Background: an optimization exercise with open tools, aiming at small area. Do not read the settings as production practice. No functional check of the RTL was part of any run shown here. Power and IR drop assume default switching activity.

`standard.sh`:
```
#!/bin/bash
# synth_recipe.tcl (not shown) runs the flow's synth.tcl, then flattens the netlist and writes it again
# the make line also repeats each setting of config.mk as NAME=value (left out here)
make -C /OpenROAD-flow-scripts/flow DESIGN_CONFIG=/design/flow/config.mk WORK_HOME=/design/flow/orfs CLKGATE_MAP_FILE= SYNTH_SCRIPT=/design/flow/synth_recipe.tcl "${@:-finish}"
```
`constraint.sdc`:
```
create_clock -name core_clock -period 5.0 [get_ports {clk}]
set_input_delay 1.0000 -clock core_clock [delete_from_list [all_inputs] [get_ports {clk}]]
set_output_delay 1.0000 -clock core_clock [all_outputs]
set_load 0.01 [all_outputs]
```
`config.mk`:
```
export PLATFORM = sky130hd
export DESIGN_NAME = rvPipelineTop
export DESIGN_NICKNAME = rvPipelineTop
export VERILOG_FILES = /design/flow/design.v
export SDC_FILE = /design/flow/constraint.sdc
export NUM_CORES = 4
export LEC_CHECK = 0
export CAP_MARGIN = 20
export CELL_PAD_IN_SITES_DETAIL_PLACEMENT = 1
export CELL_PAD_IN_SITES_GLOBAL_PLACEMENT = 2
export CORE_MARGIN = 2
export CORE_UTILIZATION = 60
export PLACE_DENSITY = 0.7
export SLEW_MARGIN = 20
```
`flow/run.sh`:
```
#!/bin/bash
# Standard layout, with synthesis mapped by an area-oriented ABC script,
# port buffers of the smallest buffer, a clock tree of smaller buffers without
# dummy loads, and power recovery (downsizing off the critical paths) after global routing.
set -uo pipefail
HERE=$(pwd)
export MY_ABC_SCRIPT=$HERE/flow/abc_area.script
sed -e "s#SYNTH_SCRIPT=[^ ]*#SYNTH_SCRIPT=$HERE/flow/my_synth.tcl#" standard.sh > my_standard.sh
bash my_standard.sh \
  "BUFFER_PORTS_ARGS=-buffer_cell sky130_fd_sc_hd__buf_1" \
  "CTS_ARGS=-sink_clustering_enable -repair_clock_nets -dont_use_dummy_load -buf_list {sky130_fd_sc_hd__clkbuf_4 sky130_fd_sc_hd__clkbuf_8} -sink_clustering_size 20 -sink_clustering_max_diameter 60" \
  RECOVER_POWER=100 \
  finish > flow_make.log 2>&1
exit $?
```
`flow/my_synth.tcl`:
```
# Standard synthesis (synth_recipe.tcl) with an area-oriented ABC mapping script
proc synth {args} { yosys synth -nofsm -noshare {*}$args }
proc abc {args} {
  set i [lsearch -exact $args -script]
  if { $i >= 0 } {
    set args [lreplace $args [expr {$i + 1}] [expr {$i + 1}] $::env(MY_ABC_SCRIPT)]
  }
  yosys abc {*}$args
}
source $::env(SCRIPTS_DIR)/synth.tcl
# left out here: clear keep_hierarchy, flatten, clean up, hide names made inside functions, write 1_2_yosys.v
```
`design.v`:
```
`timescale 1ns/1ps
`default_nettype none
package rvCorePkg;
    localparam int XLEN        = 32;
    localparam int REG_ADDR_W  = 5;
    localparam int WORD_ADDR_W = 30;
    function automatic logic [XLEN-1:0] byteSwap(input logic [XLEN-1:0] word);
        byteSwap = {word[7:0], word[15:8], word[23:16], word[31:24]};
    endfunction
endpackage
`default_nettype wire
`timescale 1ns/1ps
`default_nettype none
module fetchStage (
    input  wire         clk,
    input  wire         rst_n,
    input  wire         stall,
    output logic [29:0] iAddr,
    input  wire  [31:0] iRdata,
    output logic [2:0]  cls,      
    output logic [31:7] fld       
);
    logic [31:0] inst;
    logic [2:0]  clsNext;
    always_ff @(posedge clk or negedge rst_n) begin
        if (!rst_n) begin
            iAddr <= '0;
        end else begin
            iAddr <= iAddr + {29'd0, ~stall};
        end
    end
    assign inst = rvCorePkg::byteSwap(iRdata);
    always_comb begin
        clsNext = 3'b000;
        if (inst[1:0] == 2'b11) begin
            case (inst[6:2])
                5'b01100: clsNext = 3'b101;
                5'b00100: clsNext = 3'b100;
                5'b00000: clsNext = 3'b110;
                5'b01000: clsNext = 3'b001;
                default:  clsNext = 3'b000;
            endcase
        end
    end
    always_ff @(posedge clk or negedge rst_n) begin
        if (!rst_n) begin
            cls <= '0;
        end else if (!stall) begin
            cls <= clsNext;
        end
    end
    always_ff @(posedge clk) begin
        if (!stall) begin
            fld <= inst[31:7];
        end
    end
endmodule
`default_nettype wire
`timescale 1ns/1ps
`default_nettype none
module regFile (
    input  wire         clk,
    input  wire         rst_n,
    input  wire         wen,
    input  wire  [4:0]  waddr,
    input  wire  [31:0] wdata,
    input  wire  [4:0]  rs1,
    input  wire  [4:0]  rs2,
    output logic [31:0] rdata1,
    output logic [31:0] rdata2
);
    logic [31:1][31:0] regs;
    logic [31:1] written;
    logic [31:1] we;
    logic [31:1] keep;
    logic [31:1] sel1;
    logic [31:1] sel2;
    always_comb begin
        for (int i = 1; i < 32; i++) begin
            we[i]   = wen && (waddr == 5'(i));
            keep[i] = written[i] && !we[i];
            sel1[i] = written[i] && (rs1 == 5'(i));
            sel2[i] = written[i] && (rs2 == 5'(i));
        end
    end
    always_ff @(posedge clk or negedge rst_n) begin
        if (!rst_n) begin
            written <= '0;
        end else begin
            written <= written | we;
        end
    end
    always_ff @(posedge clk) begin
        for (int i = 1; i < 32; i++) begin
            regs[i] <= ({32{we[i]}} & wdata) | ({32{keep[i]}} & regs[i]);
        end
    end
    always_comb begin
        rdata1 = '0;
        rdata2 = '0;
        for (int i = 1; i < 32; i++) begin
            rdata1 = rdata1 | ({32{sel1[i]}} & regs[i]);
            rdata2 = rdata2 | ({32{sel2[i]}} & regs[i]);
        end
    end
endmodule
`default_nettype wire
`timescale 1ns/1ps
`default_nettype none
module decodeStage (
    input  wire         clk,
    input  wire         rst_n,
    input  wire         stall,
    input  wire  [2:0]  cls,
    input  wire  [31:7] fld,
    input  wire         wbEn,
    input  wire  [4:0]  wbAddr,
    input  wire  [31:0] wbData,
    output logic        idW,
    output logic        idL,
    output logic        idS,
    output logic [4:0]  idRd,
    output logic [3:0]  idOp,     
    output logic        idUseImm,
    output logic [11:0] idImm,
    output logic [31:0] idA,
    output logic [31:0] idB       
);
    logic [31:0] rdata1;
    logic [31:0] rdata2;
    logic        isR, isI, isS, useImm, ok;
    logic [2:0]  f3;
    logic        b30;
    logic [3:0]  op;
    regFile uRegFile (
        .clk    (clk),
        .rst_n  (rst_n),
        .wen    (wbEn),
        .waddr  (wbAddr),
        .wdata  (wbData),
        .rs1    (fld[19:15]),
        .rs2    (fld[24:20]),
        .rdata1 (rdata1),
        .rdata2 (rdata2)
    );
    assign isR    = cls[2] & ~cls[1] & cls[0];
    assign isI    = cls[2] & ~cls[1] & ~cls[0];
    assign isS    = ~cls[2] & cls[0];
    assign useImm = cls[1] | (cls[2] ^ cls[0]);
    assign f3     = fld[14:12];
    assign b30    = fld[30];
    assign ok = isI | (isR & ~b30);
    always_comb begin
        op = 4'b0000;
        if (isR & b30 & (f3 == 3'b000)) begin
            op = 4'b1000;
        end else if ((isR | isI) & (f3 == 3'b101)) begin
            op = {b30, 3'b101};
        end else if (ok & (f3 != 3'b011)) begin
            op = {1'b0, f3};
        end
    end
    always_ff @(posedge clk or negedge rst_n) begin
        if (!rst_n) begin
            idW      <= 1'b0;
            idL      <= 1'b0;
            idS      <= 1'b0;
            idOp     <= '0;
            idUseImm <= 1'b0;
            idA      <= '0;
            idB      <= '0;
        end else if (!stall) begin
            idW      <= cls[2];
            idL      <= cls[1];
            idS      <= isS;
            idOp     <= op;
            idUseImm <= useImm;
            idA      <= rdata1;
            idB      <= rdata2;
        end
    end
    always_ff @(posedge clk) begin
        if (!stall) begin
            idRd  <= fld[11:7];
            idImm <= isS ? {fld[31:25], fld[11:7]} : fld[31:20];
        end
    end
endmodule
`default_nettype wire
`timescale 1ns/1ps
`default_nettype none
module aluUnit (
    input  wire  [3:0]  op,       
    input  wire  [31:0] opA,
    input  wire  [31:0] opB,
    output logic [31:0] aluOut
);
    logic        doSub, doSlt, doSh, doLeft, doArith, doXor, doOr, doAnd, doAdd;
    logic [31:0] sum;
    logic        lt;
    logic [31:0] shIn, shOut, shRes;
    logic [4:0]  shamt;
    assign doSub   = op == 4'b1000;
    assign doSlt   = op[2:0] == 3'b010;
    assign doSh    = op[1:0] == 2'b01;
    assign doLeft  = ~op[2];
    assign doArith = op[3];
    assign doXor   = op[2:0] == 3'b100;
    assign doOr    = op[2:0] == 3'b110;
    assign doAnd   = op[2:0] == 3'b111;
    assign doAdd   = op[2:0] == 3'b000;
    assign sum = opA + ((doSub | doSlt) ? ~opB : opB) + {31'd0, doSub | doSlt};
    assign lt  = (opA[31] ^ opB[31]) ? opA[31] : sum[31];
    assign shamt = opB[4:0];
    always_comb begin
        for (int i = 0; i < 32; i++) begin
            shIn[i] = doLeft ? opA[31-i] : opA[i];
        end
        shOut = 32'($signed({doArith & opA[31], shIn}) >>> shamt);
        for (int i = 0; i < 32; i++) begin
            shRes[i] = doLeft ? shOut[31-i] : shOut[i];
        end
    end
    assign aluOut = ({32{doAdd}} & sum)
                  | {31'd0, doSlt & lt}
                  | ({32{doSh}} & shRes)
                  | ({32{doXor}} & (opA ^ opB))
                  | ({32{doOr}}  & (opA | opB))
                  | ({32{doAnd}} & (opA & opB));
endmodule
module executeStage (
    input  wire         clk,
    input  wire         rst_n,
    input  wire         stall,
    input  wire         idW,
    input  wire         idL,
    input  wire         idS,
    input  wire  [4:0]  idRd,
    input  wire  [3:0]  idOp,
    input  wire         idUseImm,
    input  wire  [11:0] idImm,
    input  wire  [31:0] idA,
    input  wire  [31:0] idB,
    output logic        exW,
    output logic        exL,
    output logic        exS,
    output logic [4:0]  exRd,
    output logic [31:0] exAlu,
    output logic [31:0] exSd
);
    logic [31:0] opB;
    logic [31:0] aluOut;
    assign opB = idUseImm ? {{20{idImm[11]}}, idImm} : idB;
    aluUnit uAlu (
        .op     (idOp),
        .opA    (idA),
        .opB    (opB),
        .aluOut (aluOut)
    );
    always_ff @(posedge clk or negedge rst_n) begin
        if (!rst_n) begin
            exW   <= 1'b0;
            exL   <= 1'b0;
            exS   <= 1'b0;
            exAlu <= '0;
            exSd  <= '0;
        end else if (!stall) begin
            exW   <= idW;
            exL   <= idL;
            exS   <= idS;
            exAlu <= aluOut;
            exSd  <= rvCorePkg::byteSwap(idB);
        end
    end
    always_ff @(posedge clk) begin
        if (!stall) begin
            exRd <= idRd;
        end
    end
endmodule
`default_nettype wire
`timescale 1ns/1ps
`default_nettype none
module memWriteback (
    input  wire         clk,
    input  wire         rst_n,
    input  wire         stall,
    input  wire         exW,
    input  wire         exL,
    input  wire         exS,
    input  wire  [4:0]  exRd,
    input  wire  [31:0] exAlu,
    input  wire  [31:0] exSd,
    output logic        dReqRen,
    output logic        dReqWen,
    output logic [29:0] dReqAddr,
    output logic [31:0] dReqWdata,
    input  wire  [31:0] dRdata,
    output logic        wbEn,
    output logic [4:0]  wbAddr,
    output logic [31:0] wbData
);
    assign dReqRen   = exL;
    assign dReqWen   = exS & ~stall;
    assign dReqAddr  = exAlu[31:2];
    assign dReqWdata = exSd;
    always_ff @(posedge clk or negedge rst_n) begin
        if (!rst_n) begin
            wbEn <= 1'b0;
        end else if (!stall) begin
            wbEn <= exW;
        end
    end
    always_ff @(posedge clk) begin
        if (!stall) begin
            wbAddr <= exRd;
            wbData <= exL ? rvCorePkg::byteSwap(dRdata) : exAlu;
        end
    end
endmodule
`default_nettype wire
`timescale 1ns/1ps
`default_nettype none
module rvPipelineTop (
    input  wire         clk,
    input  wire         rst_n,
    output logic [29:0] iAddr,
    input  wire  [31:0] iRdata,
    input  wire         iStall,
    output logic        dReqRen,
    output logic        dReqWen,
    output logic [29:0] dReqAddr,
    output logic [31:0] dReqWdata,
    input  wire  [31:0] dRdata,
    input  wire         dStall
);
    logic        stall;
    logic [2:0]  cls;
    logic [31:7] fld;
    logic        idW, idL, idS, idUseImm;
    logic [4:0]  idRd;
    logic [3:0]  idOp;
    logic [11:0] idImm;
    logic [31:0] idA, idB;
    logic        exW, exL, exS;
    logic [4:0]  exRd;
    logic [31:0] exAlu, exSd;
    logic        wbEn;
    logic [4:0]  wbAddr;
    logic [31:0] wbData;
    assign stall = iStall | dStall;
    fetchStage uFetch (
        .clk    (clk),
        .rst_n  (rst_n),
        .stall  (stall),
        .iAddr  (iAddr),
        .iRdata (iRdata),
        .cls    (cls),
        .fld    (fld)
    );
    decodeStage uDecode (
        .clk      (clk),
        .rst_n    (rst_n),
        .stall    (stall),
        .cls      (cls),
        .fld      (fld),
        .wbEn     (wbEn),
        .wbAddr   (wbAddr),
        .wbData   (wbData),
        .idW      (idW),
        .idL      (idL),
        .idS      (idS),
        .idRd     (idRd),
        .idOp     (idOp),
        .idUseImm (idUseImm),
        .idImm    (idImm),
        .idA      (idA),
        .idB      (idB)
    );
    executeStage uExecute (
        .clk      (clk),
        .rst_n    (rst_n),
        .stall    (stall),
        .idW      (idW),
        .idL      (idL),
        .idS      (idS),
        .idRd     (idRd),
        .idOp     (idOp),
        .idUseImm (idUseImm),
        .idImm    (idImm),
        .idA      (idA),
        .idB      (idB),
        .exW      (exW),
        .exL      (exL),
        .exS      (exS),
        .exRd     (exRd),
        .exAlu    (exAlu),
        .exSd     (exSd)
    );
    memWriteback uMemWb (
        .clk       (clk),
        .rst_n     (rst_n),
        .stall     (stall),
        .exW       (exW),
        .exL       (exL),
        .exS       (exS),
        .exRd      (exRd),
        .exAlu     (exAlu),
        .exSd      (exSd),
        .dReqRen   (dReqRen),
        .dReqWen   (dReqWen),
        .dReqAddr  (dReqAddr),
        .dReqWdata (dReqWdata),
        .dRdata    (dRdata),
        .wbEn      (wbEn),
        .wbAddr    (wbAddr),
        .wbData    (wbData)
    );
endmodule
`default_nettype wire
```
`flow/abc_area.script`:
```
strash
dc2
&get -n
&dch -f
&nf
&put
```
==> flow_summary.toml, run 1 <==
[logic_synthesis]
yosysWarnings = 6
share_of_synthesized_area_spent_on_multiplexers_pct = 1.47
yosys.area_share.simple_pct = 9.05
synth_fa_ha_area_share_pct = 2.28
xor_xnor_share_of_the_synthesized_area_pct = 1.10
synthesis.instances = 4921
synth_compound_gate_area_share_pct = 34.3
syn_nets = 5087
share_of_synthesized_area_occupied_by_flip_flops_and_latches_pct = 50.8
synthArstFlopShare_pct = 15.9
synthTopCellsByArea = "sky130_fd_sc_hd__dfxtp_1 37%, sky130_fd_sc_hd__a22o_1 17%, sky130_fd_sc_hd__dfrtp_1 9.4%"
post_synth_num_cell_types = 56
largest_family_of_logic_cells_by_synthesized_area = "compound AO/OA/AOI/OAI gates"
synth-edff-count = 84
ys_dominant_reg_cell = "sky130_fd_sc_hd__dfxtp_1"
synthDominantCellAreaShare_pct = 36.7
syn_area_mm2 = 0.0541
mean_post_synth_cell_area_um2 = 11.0
ys_ff_latch = 1280
synth.largest_area_cell = "sky130_fd_sc_hd__dfxtp_1"

[status]
first-error = "[ERROR GPL-0301] Utilization 102.711 % exceeds 100%."
outcome = "did not finish"
outcome.stop_stage = "global placement without I/O (3_1_place_gp_skip_io)"

[floorplan]
die_h_um = 304
number_of_rows_in_the_core_area = 110
chipWidth_um = 304
floorplan.initialDensity_pct = 60.3
==> synthesized netlist by cell type, types with 37 or more instances <==
master,instances
sky130_fd_sc_hd__mux2_1,37
sky130_fd_sc_hd__clkinv_1,85
sky130_fd_sc_hd__a21oi_1,197
sky130_fd_sc_hd__nor3_1,75
sky130_fd_sc_hd__nand4_1,125
sky130_fd_sc_hd__a222oi_1,425
sky130_fd_sc_hd__dfrtp_1,204
sky130_fd_sc_hd__a22oi_1,203
sky130_fd_sc_hd__o21ai_0,153
sky130_fd_sc_hd__xor2_1,39
sky130_fd_sc_hd__a221oi_1,104
sky130_fd_sc_hd__mux2i_1,38
sky130_fd_sc_hd__nand3_1,73
sky130_fd_sc_hd__edfxtp_1,84
sky130_fd_sc_hd__ha_1,97
sky130_fd_sc_hd__and3_1,50
sky130_fd_sc_hd__nor2_1,209
sky130_fd_sc_hd__a22o_1,1028
sky130_fd_sc_hd__dfxtp_1,992
sky130_fd_sc_hd__nor2b_1,38
sky130_fd_sc_hd__nand2_1,372
==> cell families after synthesis <==
group | after synthesis
XOR/XNOR | 68
adder cells (fa/ha/maj) | 98
AO/OA/AOI/OAI | 2248
buffers and inverters | 115
multiplexers | 75
flip-flops | 1280
AND/OR/NAND/NOR | 1037
==> inputs of run 2 (changes only) <==
--- a/design.v
+++ b/design.v
@@ -73,5 +73,4 @@
     logic [31:1] written;
     logic [31:1] we;
-    logic [31:1] keep;
     logic [31:1] sel1;
     logic [31:1] sel2;
@@ -79,5 +78,4 @@
         for (int i = 1; i < 32; i++) begin
             we[i]   = wen && (waddr == 5'(i));
-            keep[i] = written[i] && !we[i];
             sel1[i] = written[i] && (rs1 == 5'(i));
             sel2[i] = written[i] && (rs2 == 5'(i));
@@ -93,5 +91,5 @@
     always_ff @(posedge clk) begin
         for (int i = 1; i < 32; i++) begin
-            regs[i] <= ({32{we[i]}} & wdata) | ({32{keep[i]}} & regs[i]);
+            regs[i] <= ({32{we[i]}} & wdata) | ({32{~we[i]}} & regs[i]);
         end
     end
==> flow/run.sh (replaced) <==
#!/bin/bash
# Standard layout, with synthesis mapped by an area-oriented ABC script,
# port buffers of the smallest buffer, no CTS dummy loads, and power recovery
# (downsizing of gates off the critical paths) after global routing.
set -uo pipefail
HERE=$(pwd)
export MY_ABC_SCRIPT=$HERE/flow/abc_area.script
sed -e "s#SYNTH_SCRIPT=[^ ]*#SYNTH_SCRIPT=$HERE/flow/my_synth.tcl#" standard.sh > my_standard.sh
bash my_standard.sh \
  "BUFFER_PORTS_ARGS=-buffer_cell sky130_fd_sc_hd__buf_1" \
  "CTS_ARGS=-sink_clustering_enable -repair_clock_nets -dont_use_dummy_load" \
  RECOVER_POWER=100 \
  finish > flow_make.log 2>&1
exit $?
--- a/config.mk
+++ b/config.mk
@@ -10,5 +10,6 @@
 export CELL_PAD_IN_SITES_GLOBAL_PLACEMENT = 2
 export CORE_MARGIN = 2
-export CORE_UTILIZATION = 60
-export PLACE_DENSITY = 0.7
+export CORE_UTILIZATION = 55
+export GPL_TIMING_DRIVEN = 0
+export PLACE_DENSITY = 0.65
 export SLEW_MARGIN = 20
==> flow_summary.toml, run 2 <==
[placement]
dp_worst_setup_slack_ns = -2.53
port-buffer-count = 161
dp_cells = 5755
dp_hpwl_um = 194000
routabilityCongestion = 0.903

[global_routing]
total_congestion_overflow = 1
grt.total_usage_pct = 61.5
pin_count_of_the_biggest_net_entering_global_routing = 210

[logic_synthesis]
netlist_top_cells_count = "1,076 x sky130_fd_sc_hd__edfxtp_1, 418 x sky130_fd_sc_hd__a222oi_1, 364 x sky130_fd_sc_hd__nand2_1"
synthesis.instances = 3900
share_of_synthesized_area_occupied_by_flip_flops_and_latches_pct = 67.8
ys_ff_latch = 1280
synthDominantCellAreaShare_pct = 58.5
syn_area_mm2 = 0.0552
mean_post_synth_cell_area_um2 = 14.2
synthTopCellsByArea = "sky130_fd_sc_hd__edfxtp_1 59%, sky130_fd_sc_hd__dfrtp_1 9.2%, sky130_fd_sc_hd__a222oi_1 7.6%"
post_synth_num_cell_types = 55
synthArstFlopShare_pct = 15.9
synth-edff-count = 1076
synth.largest_area_cell = "sky130_fd_sc_hd__edfxtp_1"
yosysWarnings = 6
ys_dominant_reg_cell = "sky130_fd_sc_hd__edfxtp_1"
syn_nets = 4066
synth_most_common_cell = "sky130_fd_sc_hd__edfxtp_1"

[floorplan]
floorplan.initialDensity_pct = 55.3
die_h_um = 321
io_pins = 162
chipWidth_um = 321
number_of_rows_in_the_core_area = 116

[sta]
postGrtWorstEndpoint = "uExecute.exAlu[31]$_DFFE_PN0P_/D"
timing.repair.worst_endpoint_type = "register input"

[cts]
cts_num_sinks = 1280
ctsRootBufferMaster = "sky130_fd_sc_hd__clkbuf_16"
cts_inserted_buffers = 134
ctsLongestPathBuffers = 3
cts_max_level = 4
hold_fix_buffers_at_cts = 0

[status]
outcome.stop_stage = "global routing (5_1_grt)"
first-error = "[ERROR GRT-0232] Routing congestion too high. Check the congestion heatmap in the GUI."
outcome = "did not finish"
[run 2: cells by family after synthesis]
group | after synthesis | synth area share [%]
xor+xnor | 66 | 1.05
compound gates | 1272 | 18.1
buf+inv | 111 | 0.959
mux | 79 | 1.52
fa+ha+maj | 98 | 2.23
simple gates | 994 | 8.38
flops | 1280 | 67.8
[run 2: what timing repair did]
| item | CTS |
|---|---|
| setup buffers | 63 |
| resized for setup | 50 |
| pin swaps | 35 |
| endpoints found under the hold margin | 0 |
| gates cloned | 6 |
| endpoints found under the setup margin | 26 |
[run 2: power groups by stage]
stage / Combinational [W] / Sequential [W] / Clock [W]
CTS: 0.00377 / 0.0129 / 0.00873
detailed placement: 0.00331 / 0.0131 / 0
global placement: 0.00313 / 0.0131 / 0
floorplan: 0.00199 / 0.0128 / 0
[run 2: stage by stage]
step	cell area [um2]	hold WS [ns]	setup TNS (ns)	total power [W]
after CTS	67000	0.222	-0.693	0.0254
after detailed placement	62800	0.406	-44.68	0.0164
after global placement	57600	0.401	-6733.41	0.0162
after floorplan	55300	0.400	-1.43	0.0148
[run 2: how the worst max path moves through the flow]
stage	startpoint	end	slack, ns	depth (start not counted)
floorplan	uDecode.idOp[2]	uExecute.exAlu[28]	-0.28	26
detailed placement	uDecode.idUseImm	uExecute.exAlu[31]	-2.53	24
global placement	rst_n	uDecode.idOp[2]	-12.03	1
CTS	uDecode.idUseImm	uExecute.exAlu[30]	-0.19	29
[run 2: metal layers]
layer  GRT usage, %  GRT overflow
met5           15.3             0
met1           65.5             0
met4           53.1             0
met3           41.2             0
met2           81.2             1
